From an optimization exercise on the open Yosys and OpenROAD flow, aimed at small area, a short achievable clock period and few clock cycles per item; shortcuts taken in it are not production practice. The RTL was checked by simulation tests, not by an equivalence proof against the original design. No activity file was given, so power comes from the tool's default toggle rates.

## before
## mem_bank_responder
module mem_bank_responder #(
   parameter int                DATA_W      = 16,
   parameter int                ADDR_W      = 8,
   parameter int                WAIT_CYCLES = 2,    
   parameter logic [ADDR_W-1:0] PROT_LIMIT  = ADDR_W'(8'h40)
) (
   input  logic              CLK100MHZ,
   input  logic              RST,
   input  logic              mb_sel,
   input  logic [ADDR_W-1:0] pc_addr,
   input  logic [ADDR_W-1:0] mb_addr,
   input  logic              mb_read,
   input  logic              mb_write,
   input  logic [DATA_W-1:0] mb_wdata,
   output logic [DATA_W-1:0] mb_rdata,
   output logic              mb_ack,
   output logic              mb_busy,
   output logic              mb_err
);
   localparam int DEPTH = 1 << ADDR_W;
   localparam int LO_W  = 4;                   
   localparam int HI_W  = ADDR_W - LO_W;       
   localparam int NGRP  = 1 << HI_W;
   localparam int GSZ   = 1 << LO_W;
   localparam int NPART = 4;
   localparam bit PROT_EN = 1'b0;
   localparam int RING_B = 2;                    
   localparam int RING   = 1 << RING_B;
   localparam int NRING  = DEPTH / RING;
   localparam int AGE_W  = 3;                    
   localparam logic [AGE_W-1:0] AGE_OLD = AGE_W'(RING + 1);
   logic              strobe_q;      
   logic              armed;         
   logic              req_wait;      
   logic              ack_q;
  ...
Size: about 11000 cells after synthesis, about 4200 flip-flops, roughly 56 I/O pins, about 120000 µm² of cells after synthesis.
==> module mem_bank_responder, before the edit <==
module mem_bank_responder #(
   parameter int                DATA_W      = 16,
   parameter int                ADDR_W      = 8,
   parameter int                WAIT_CYCLES = 2,    
   parameter logic [ADDR_W-1:0] PROT_LIMIT  = ADDR_W'(8'h40)
) (
   input  logic              CLK100MHZ,
   input  logic              RST,
   input  logic              mb_sel,
   input  logic [ADDR_W-1:0] pc_addr,
   input  logic [ADDR_W-1:0] mb_addr,
   input  logic              mb_read,
   input  logic              mb_write,
   input  logic [DATA_W-1:0] mb_wdata,
   output logic [DATA_W-1:0] mb_rdata,
   output logic              mb_ack,
   output logic              mb_busy,
   output logic              mb_err
);
   localparam int DEPTH = 1 << ADDR_W;
   localparam int LO_W  = 4;                   
   localparam int HI_W  = ADDR_W - LO_W;       
   localparam int NGRP  = 1 << HI_W;
   localparam int GSZ   = 1 << LO_W;
   localparam int NPART = 4;
   localparam bit PROT_EN = 1'b0;
   localparam int RING_B = 2;                    
   localparam int RING   = 1 << RING_B;
   localparam int NRING  = DEPTH / RING;
   localparam int AGE_W  = 3;                    
   localparam logic [AGE_W-1:0] AGE_OLD = AGE_W'(RING + 1);
   logic              strobe_q;      
   logic              armed;         
   logic              req_wait;      
   logic              ack_q;
   logic              busy_q;
   logic              err_q;
   logic [RING_B-1:0] rot;           
   logic              rot_init;      
   logic [RING_B-1:0] tgt_q [RING];  
   logic              sb_v    [2];
   logic [ADDR_W-1:0] sb_addr [2];
   logic [DATA_W-1:0] sb_data [2];
   logic              sb_ptr;        
   logic [AGE_W-1:0]  lw_age;        
   logic [ADDR_W-1:0] lw_addr;       
   logic [DATA_W-1:0] ring [NRING][RING];
   logic              strobe_any;
   logic              req_edge;
   logic              req_active;
   logic              req_ok;
   logic              accept;
   logic [ADDR_W-1:0] sel_addr;
   logic              reject_now;
   logic              store_now;
   logic              recent;
   logic              sb_c    [2];   
   logic [DATA_W-1:0] wbus;
   logic [RING-1:0]   pos_hit;       
   logic [GSZ-1:0]    lo_oh;
   logic [NGRP-1:0]   hi_oh;
   logic [DATA_W-1:0] rd_grp [NGRP];
   logic [DATA_W-1:0] rd_part   [NPART];   
   logic [DATA_W-1:0] rd_part_n [NPART];   
   assign strobe_any = mb_read | mb_write;
   assign sel_addr   = mb_sel ? mb_addr : pc_addr;
   assign req_edge   = strobe_any & ~strobe_q & armed;
   assign req_active = req_edge | req_wait;
   assign reject_now = (mb_read & mb_write)
                     | (PROT_EN & mb_write & ~mb_read & (sel_addr < PROT_LIMIT));
   assign store_now  = mb_write & ~reject_now;
   assign lw_addr = sb_addr[~sb_ptr];
   assign recent  = (lw_age <= AGE_W'(RING));
   always_comb begin
      if (reject_now)
         req_ok = 1'b1;
      else if (mb_write)
         req_ok = !(recent && lw_age != AGE_W'(RING)
                    && sel_addr[RING_B-1:0] == lw_addr[RING_B-1:0]);
      else
         req_ok = !(recent && sel_addr == lw_addr);
   end
   assign accept = req_active & req_ok;
   always_ff @(posedge CLK100MHZ) begin
      if (RST) begin
         strobe_q <= 1'b0;
         armed    <= 1'b0;
         req_wait <= 1'b0;
         ack_q    <= 1'b0;
         busy_q   <= 1'b0;
         err_q    <= 1'b0;
      end else begin
         strobe_q <= strobe_any;
         if (!strobe_any) begin
            armed <= 1'b1;
         end
         req_wait <= req_active & ~req_ok;
         ack_q    <= accept;
         busy_q   <= req_active;
         err_q    <= accept & reject_now;
      end
   end
   always_comb begin
      for (int k = 0; k < 2; k++)
         sb_c[k] = sb_v[k] && (sb_addr[k][RING_B-1:0] == ~rot);
      wbus = sb_c[0] ? sb_data[0] : sb_data[1];
   end
   always_ff @(posedge CLK100MHZ) begin
      if (!RST || rot_init) begin
         rot <= rot + 1'b1;
         for (int p = 0; p < RING; p++) tgt_q[p] <= RING_B'(p) - rot - 1'b1;
         for (int k = 0; k < 2; k++) begin
            if (sb_c[k]) sb_v[k] <= 1'b0;
         end
         if (lw_age < AGE_OLD) lw_age <= lw_age + 1'b1;
         if (!RST && accept && store_now) begin
            sb_v[sb_ptr] <= 1'b1;
            sb_ptr       <= ~sb_ptr;
            lw_age       <= AGE_W'(1);
         end
      end else begin
         rot      <= '0;
         for (int p = 0; p < RING; p++) tgt_q[p] <= RING_B'(p);
         sb_v[0]  <= 1'b0;
         sb_v[1]  <= 1'b0;
         sb_ptr   <= 1'b0;
         lw_age   <= AGE_OLD;
         rot_init <= 1'b1;
      end
   end
   always_ff @(posedge CLK100MHZ) begin
      for (int k = 0; k < 2; k++) begin
         if (sb_ptr == 1'(k)) begin
            sb_addr[k] <= sel_addr;
            sb_data[k] <= mb_wdata;
         end
      end
   end
   always_comb begin
      for (int p = 0; p < RING; p++) pos_hit[p] = (sel_addr[RING_B-1:0] == tgt_q[p]);
      for (int i = 0; i < GSZ; i++)
         lo_oh[i] = pos_hit[i % RING]
                  & (sel_addr[LO_W-1:RING_B] == (LO_W-RING_B)'(i / RING));
      for (int g = 0; g < NGRP; g++) hi_oh[g] = (sel_addr[ADDR_W-1:LO_W] == HI_W'(g));
      for (int j = 0; j < NPART; j++) rd_part[j] = '0;
      for (int g = 0; g < NGRP; g++) begin
         rd_grp[g] = '0;
         for (int i = 0; i < GSZ; i++) begin
            rd_grp[g] = rd_grp[g]
                      | ({DATA_W{lo_oh[i]}} & ring[(g*GSZ + i) / RING][i % RING]);
         end
         rd_part[g / (NGRP / NPART)] = rd_part[g / (NGRP / NPART)]
                                     | ({DATA_W{hi_oh[g]}} & rd_grp[g]);
      end
   end
   always_ff @(posedge CLK100MHZ) begin
      for (int j = 0; j < NPART; j++) rd_part_n[j] <= ~rd_part[j];
   end
   always_comb begin
      mb_rdata = '1;
      for (int j = 0; j < NPART; j++) mb_rdata = mb_rdata & rd_part_n[j];
      mb_rdata = ~mb_rdata;
   end
   assign mb_ack  = ack_q;
   assign mb_busy = busy_q;
   assign mb_err  = err_q;
   always_ff @(posedge CLK100MHZ) begin
      for (int r = 0; r < NRING; r++) begin
         for (int p = 1; p < RING; p++) ring[r][p] <= ring[r][p-1];
         if ((sb_c[0] && sb_addr[0][ADDR_W-1:RING_B] == (ADDR_W-RING_B)'(r))
          || (sb_c[1] && sb_addr[1][ADDR_W-1:RING_B] == (ADDR_W-RING_B)'(r)))
            ring[r][0] <= wbus;
         else
            ring[r][0] <= ring[r][RING-1];
      end
   end
endmodule
Settings: LEC_CHECK=0, CAP_MARGIN=20, CORE_MARGIN=2, CORE_UTILIZATION=55, CTS_BUF_LIST=sky130_fd_sc_hd__clkbuf_16, CTS_CLUSTER_DIAMETER=60, CTS_CLUSTER_SIZE=24, PLACE_DENSITY=0.7, SETUP_SLACK_MARGIN=3.0, SLEW_MARGIN=20, TNS_END_PERCENT=100, BUFFER_PORTS_ARGS=-buffer_cell sky130_fd_sc_hd__buf_4, CTS_ARGS=-sink_clustering_enable -repair_clock_nets -dont_use_dummy_load -buf_list sky130_fd_sc_hd__clkbuf_16 -sink_clustering_size 24 -sink_clustering_max_diameter 60; clock period 6.0 ns.
standard.sh (not shown) runs the stock make flow with config.mk's settings and CLKGATE_MAP_FILE= SYNTH_SCRIPT=/design/flow/synth_recipe.tcl, a recipe that flattens the netlist after the stock synthesis.
==> flow/flow/run.sh <==
#!/bin/bash
set -euo pipefail
cat >> config.mk <<'EOT'
export BUFFER_PORTS_ARGS = -buffer_cell sky130_fd_sc_hd__buf_4
export CTS_ARGS = -sink_clustering_enable -repair_clock_nets -dont_use_dummy_load -buf_list sky130_fd_sc_hd__clkbuf_16 -sink_clustering_size 24 -sink_clustering_max_diameter 60
EOT
bash standard.sh > standard.log 2>&1
Testbench counts of before, summed over its fixed seeds: cycles 36,215, items 12,000.
Modified inputs, after compared to before
diff --git a/flow/design.v b/flow/design.v
--- a/flow/design.v
+++ b/flow/design.v
@@ -24,12 +24,13 @@
    localparam int GSZ   = 1 << LO_W;
    localparam int NPART = 4;
    localparam bit PROT_EN = 1'b0;
    localparam int RING_B = 2;                    
    localparam int RING   = 1 << RING_B;
    localparam int NRING  = DEPTH / RING;
+   localparam int GPP    = NGRP / RING;          
    localparam int AGE_W  = 3;                    
    localparam logic [AGE_W-1:0] AGE_OLD = AGE_W'(RING + 1);
    logic              strobe_q;      
    logic              armed;         
    logic              req_wait;      
    logic              ack_q;
@@ -73,13 +74,13 @@
    assign recent  = (lw_age <= AGE_W'(RING));
    always_comb begin
       if (reject_now)
          req_ok = 1'b1;
       else if (mb_write)
          req_ok = !(recent && lw_age != AGE_W'(RING)
-                    && sel_addr[RING_B-1:0] == lw_addr[RING_B-1:0]);
+                    && sel_addr[ADDR_W-1 -: RING_B] == lw_addr[ADDR_W-1 -: RING_B]);
       else
          req_ok = !(recent && sel_addr == lw_addr);
    end
    assign accept = req_active & req_ok;
    always_ff @(posedge CLK100MHZ) begin
       if (RST) begin
@@ -99,13 +100,13 @@
          busy_q   <= req_active;
          err_q    <= accept & reject_now;
       end
    end
    always_comb begin
       for (int k = 0; k < 2; k++)
-         sb_c[k] = sb_v[k] && (sb_addr[k][RING_B-1:0] == ~rot);
+         sb_c[k] = sb_v[k] && (sb_addr[k][ADDR_W-1 -: RING_B] == ~rot);
       wbus = sb_c[0] ? sb_data[0] : sb_data[1];
    end
    always_ff @(posedge CLK100MHZ) begin
       if (!RST || rot_init) begin
          rot <= rot + 1'b1;
          for (int p = 0; p < RING; p++) tgt_q[p] <= RING_B'(p) - rot - 1'b1;
@@ -134,23 +135,23 @@
             sb_addr[k] <= sel_addr;
             sb_data[k] <= mb_wdata;
          end
       end
    end
    always_comb begin
-      for (int p = 0; p < RING; p++) pos_hit[p] = (sel_addr[RING_B-1:0] == tgt_q[p]);
-      for (int i = 0; i < GSZ; i++)
-         lo_oh[i] = pos_hit[i % RING]
-                  & (sel_addr[LO_W-1:RING_B] == (LO_W-RING_B)'(i / RING));
-      for (int g = 0; g < NGRP; g++) hi_oh[g] = (sel_addr[ADDR_W-1:LO_W] == HI_W'(g));
+      for (int p = 0; p < RING; p++) pos_hit[p] = (sel_addr[ADDR_W-1 -: RING_B] == tgt_q[p]);
+      for (int i = 0; i < GSZ; i++) lo_oh[i] = (sel_addr[LO_W-1:0] == LO_W'(i));
+      for (int g = 0; g < NGRP; g++)
+         hi_oh[g] = pos_hit[g / GPP]
+                  & (sel_addr[ADDR_W-RING_B-1:LO_W] == (HI_W-RING_B)'(g % GPP));
       for (int j = 0; j < NPART; j++) rd_part[j] = '0;
       for (int g = 0; g < NGRP; g++) begin
          rd_grp[g] = '0;
          for (int i = 0; i < GSZ; i++) begin
             rd_grp[g] = rd_grp[g]
-                      | ({DATA_W{lo_oh[i]}} & ring[(g*GSZ + i) / RING][i % RING]);
+                      | ({DATA_W{lo_oh[i]}} & ring[(g % GPP) * GSZ + i][g / GPP]);
          end
          rd_part[g / (NGRP / NPART)] = rd_part[g / (NGRP / NPART)]
                                      | ({DATA_W{hi_oh[g]}} & rd_grp[g]);
       end
    end
    always_ff @(posedge CLK100MHZ) begin
@@ -164,14 +165,14 @@
    assign mb_ack  = ack_q;
    assign mb_busy = busy_q;
    assign mb_err  = err_q;
    always_ff @(posedge CLK100MHZ) begin
       for (int r = 0; r < NRING; r++) begin
          for (int p = 1; p < RING; p++) ring[r][p] <= ring[r][p-1];
-         if ((sb_c[0] && sb_addr[0][ADDR_W-1:RING_B] == (ADDR_W-RING_B)'(r))
-          || (sb_c[1] && sb_addr[1][ADDR_W-1:RING_B] == (ADDR_W-RING_B)'(r)))
+         if ((sb_c[0] && sb_addr[0][ADDR_W-RING_B-1:0] == (ADDR_W-RING_B)'(r))
+          || (sb_c[1] && sb_addr[1][ADDR_W-RING_B-1:0] == (ADDR_W-RING_B)'(r)))
             ring[r][0] <= wbus;
          else
             ring[r][0] <= ring[r][RING-1];
       end
    end
 endmodule
Findings:
In the reports for after and before, the smaller static leakage belongs to before. Taking before as the reference, in after met1 wire length increased about 25%; vertical die dimension increased about 0.6%; routed wire length increased 49%; share of synthesized cell area in and, or, nand and nor gates increased 2.3 points. Of after and before, the lower compound-gate portion of the synthesized area belongs to after.
Testbench counts of after, summed over its fixed seeds: cycles 36,252, items 12,000.

separate check: timing with driven ports:
How much do the figures lean on ideal ports? The routed layouts below were timed once more, with nothing changed but the port constraints. Step 1 assumes that a clkbuf_16 drives the clock port and a buf_2 every other input. Step 2 moves the port delays by t, midway between the first and last clock arrival at a register: inputs arrive t later, outputs are due t later. That takes back most of the time a late clock gives input paths. Slacks: ideal / step 1 / step 2; pairs: ideal / step 1.
run | t, ns | setup slack, ns | clock arrival spread, ns | worst register clock-pin slew, ns
before | 0.965 | 2.787 / 2.742 / 1.851 | 0.094 / 0.094 | 0.10 / 0.10
after | 0.987 | 2.784 / 2.670 / 1.683 | 0.113 / 0.114 | 0.10 / 0.10
After both steps every run listed still meets setup and hold. The setup slack of after, which loses most, moves by -0.114 ns with the drivers and by -1.101 ns with both steps.
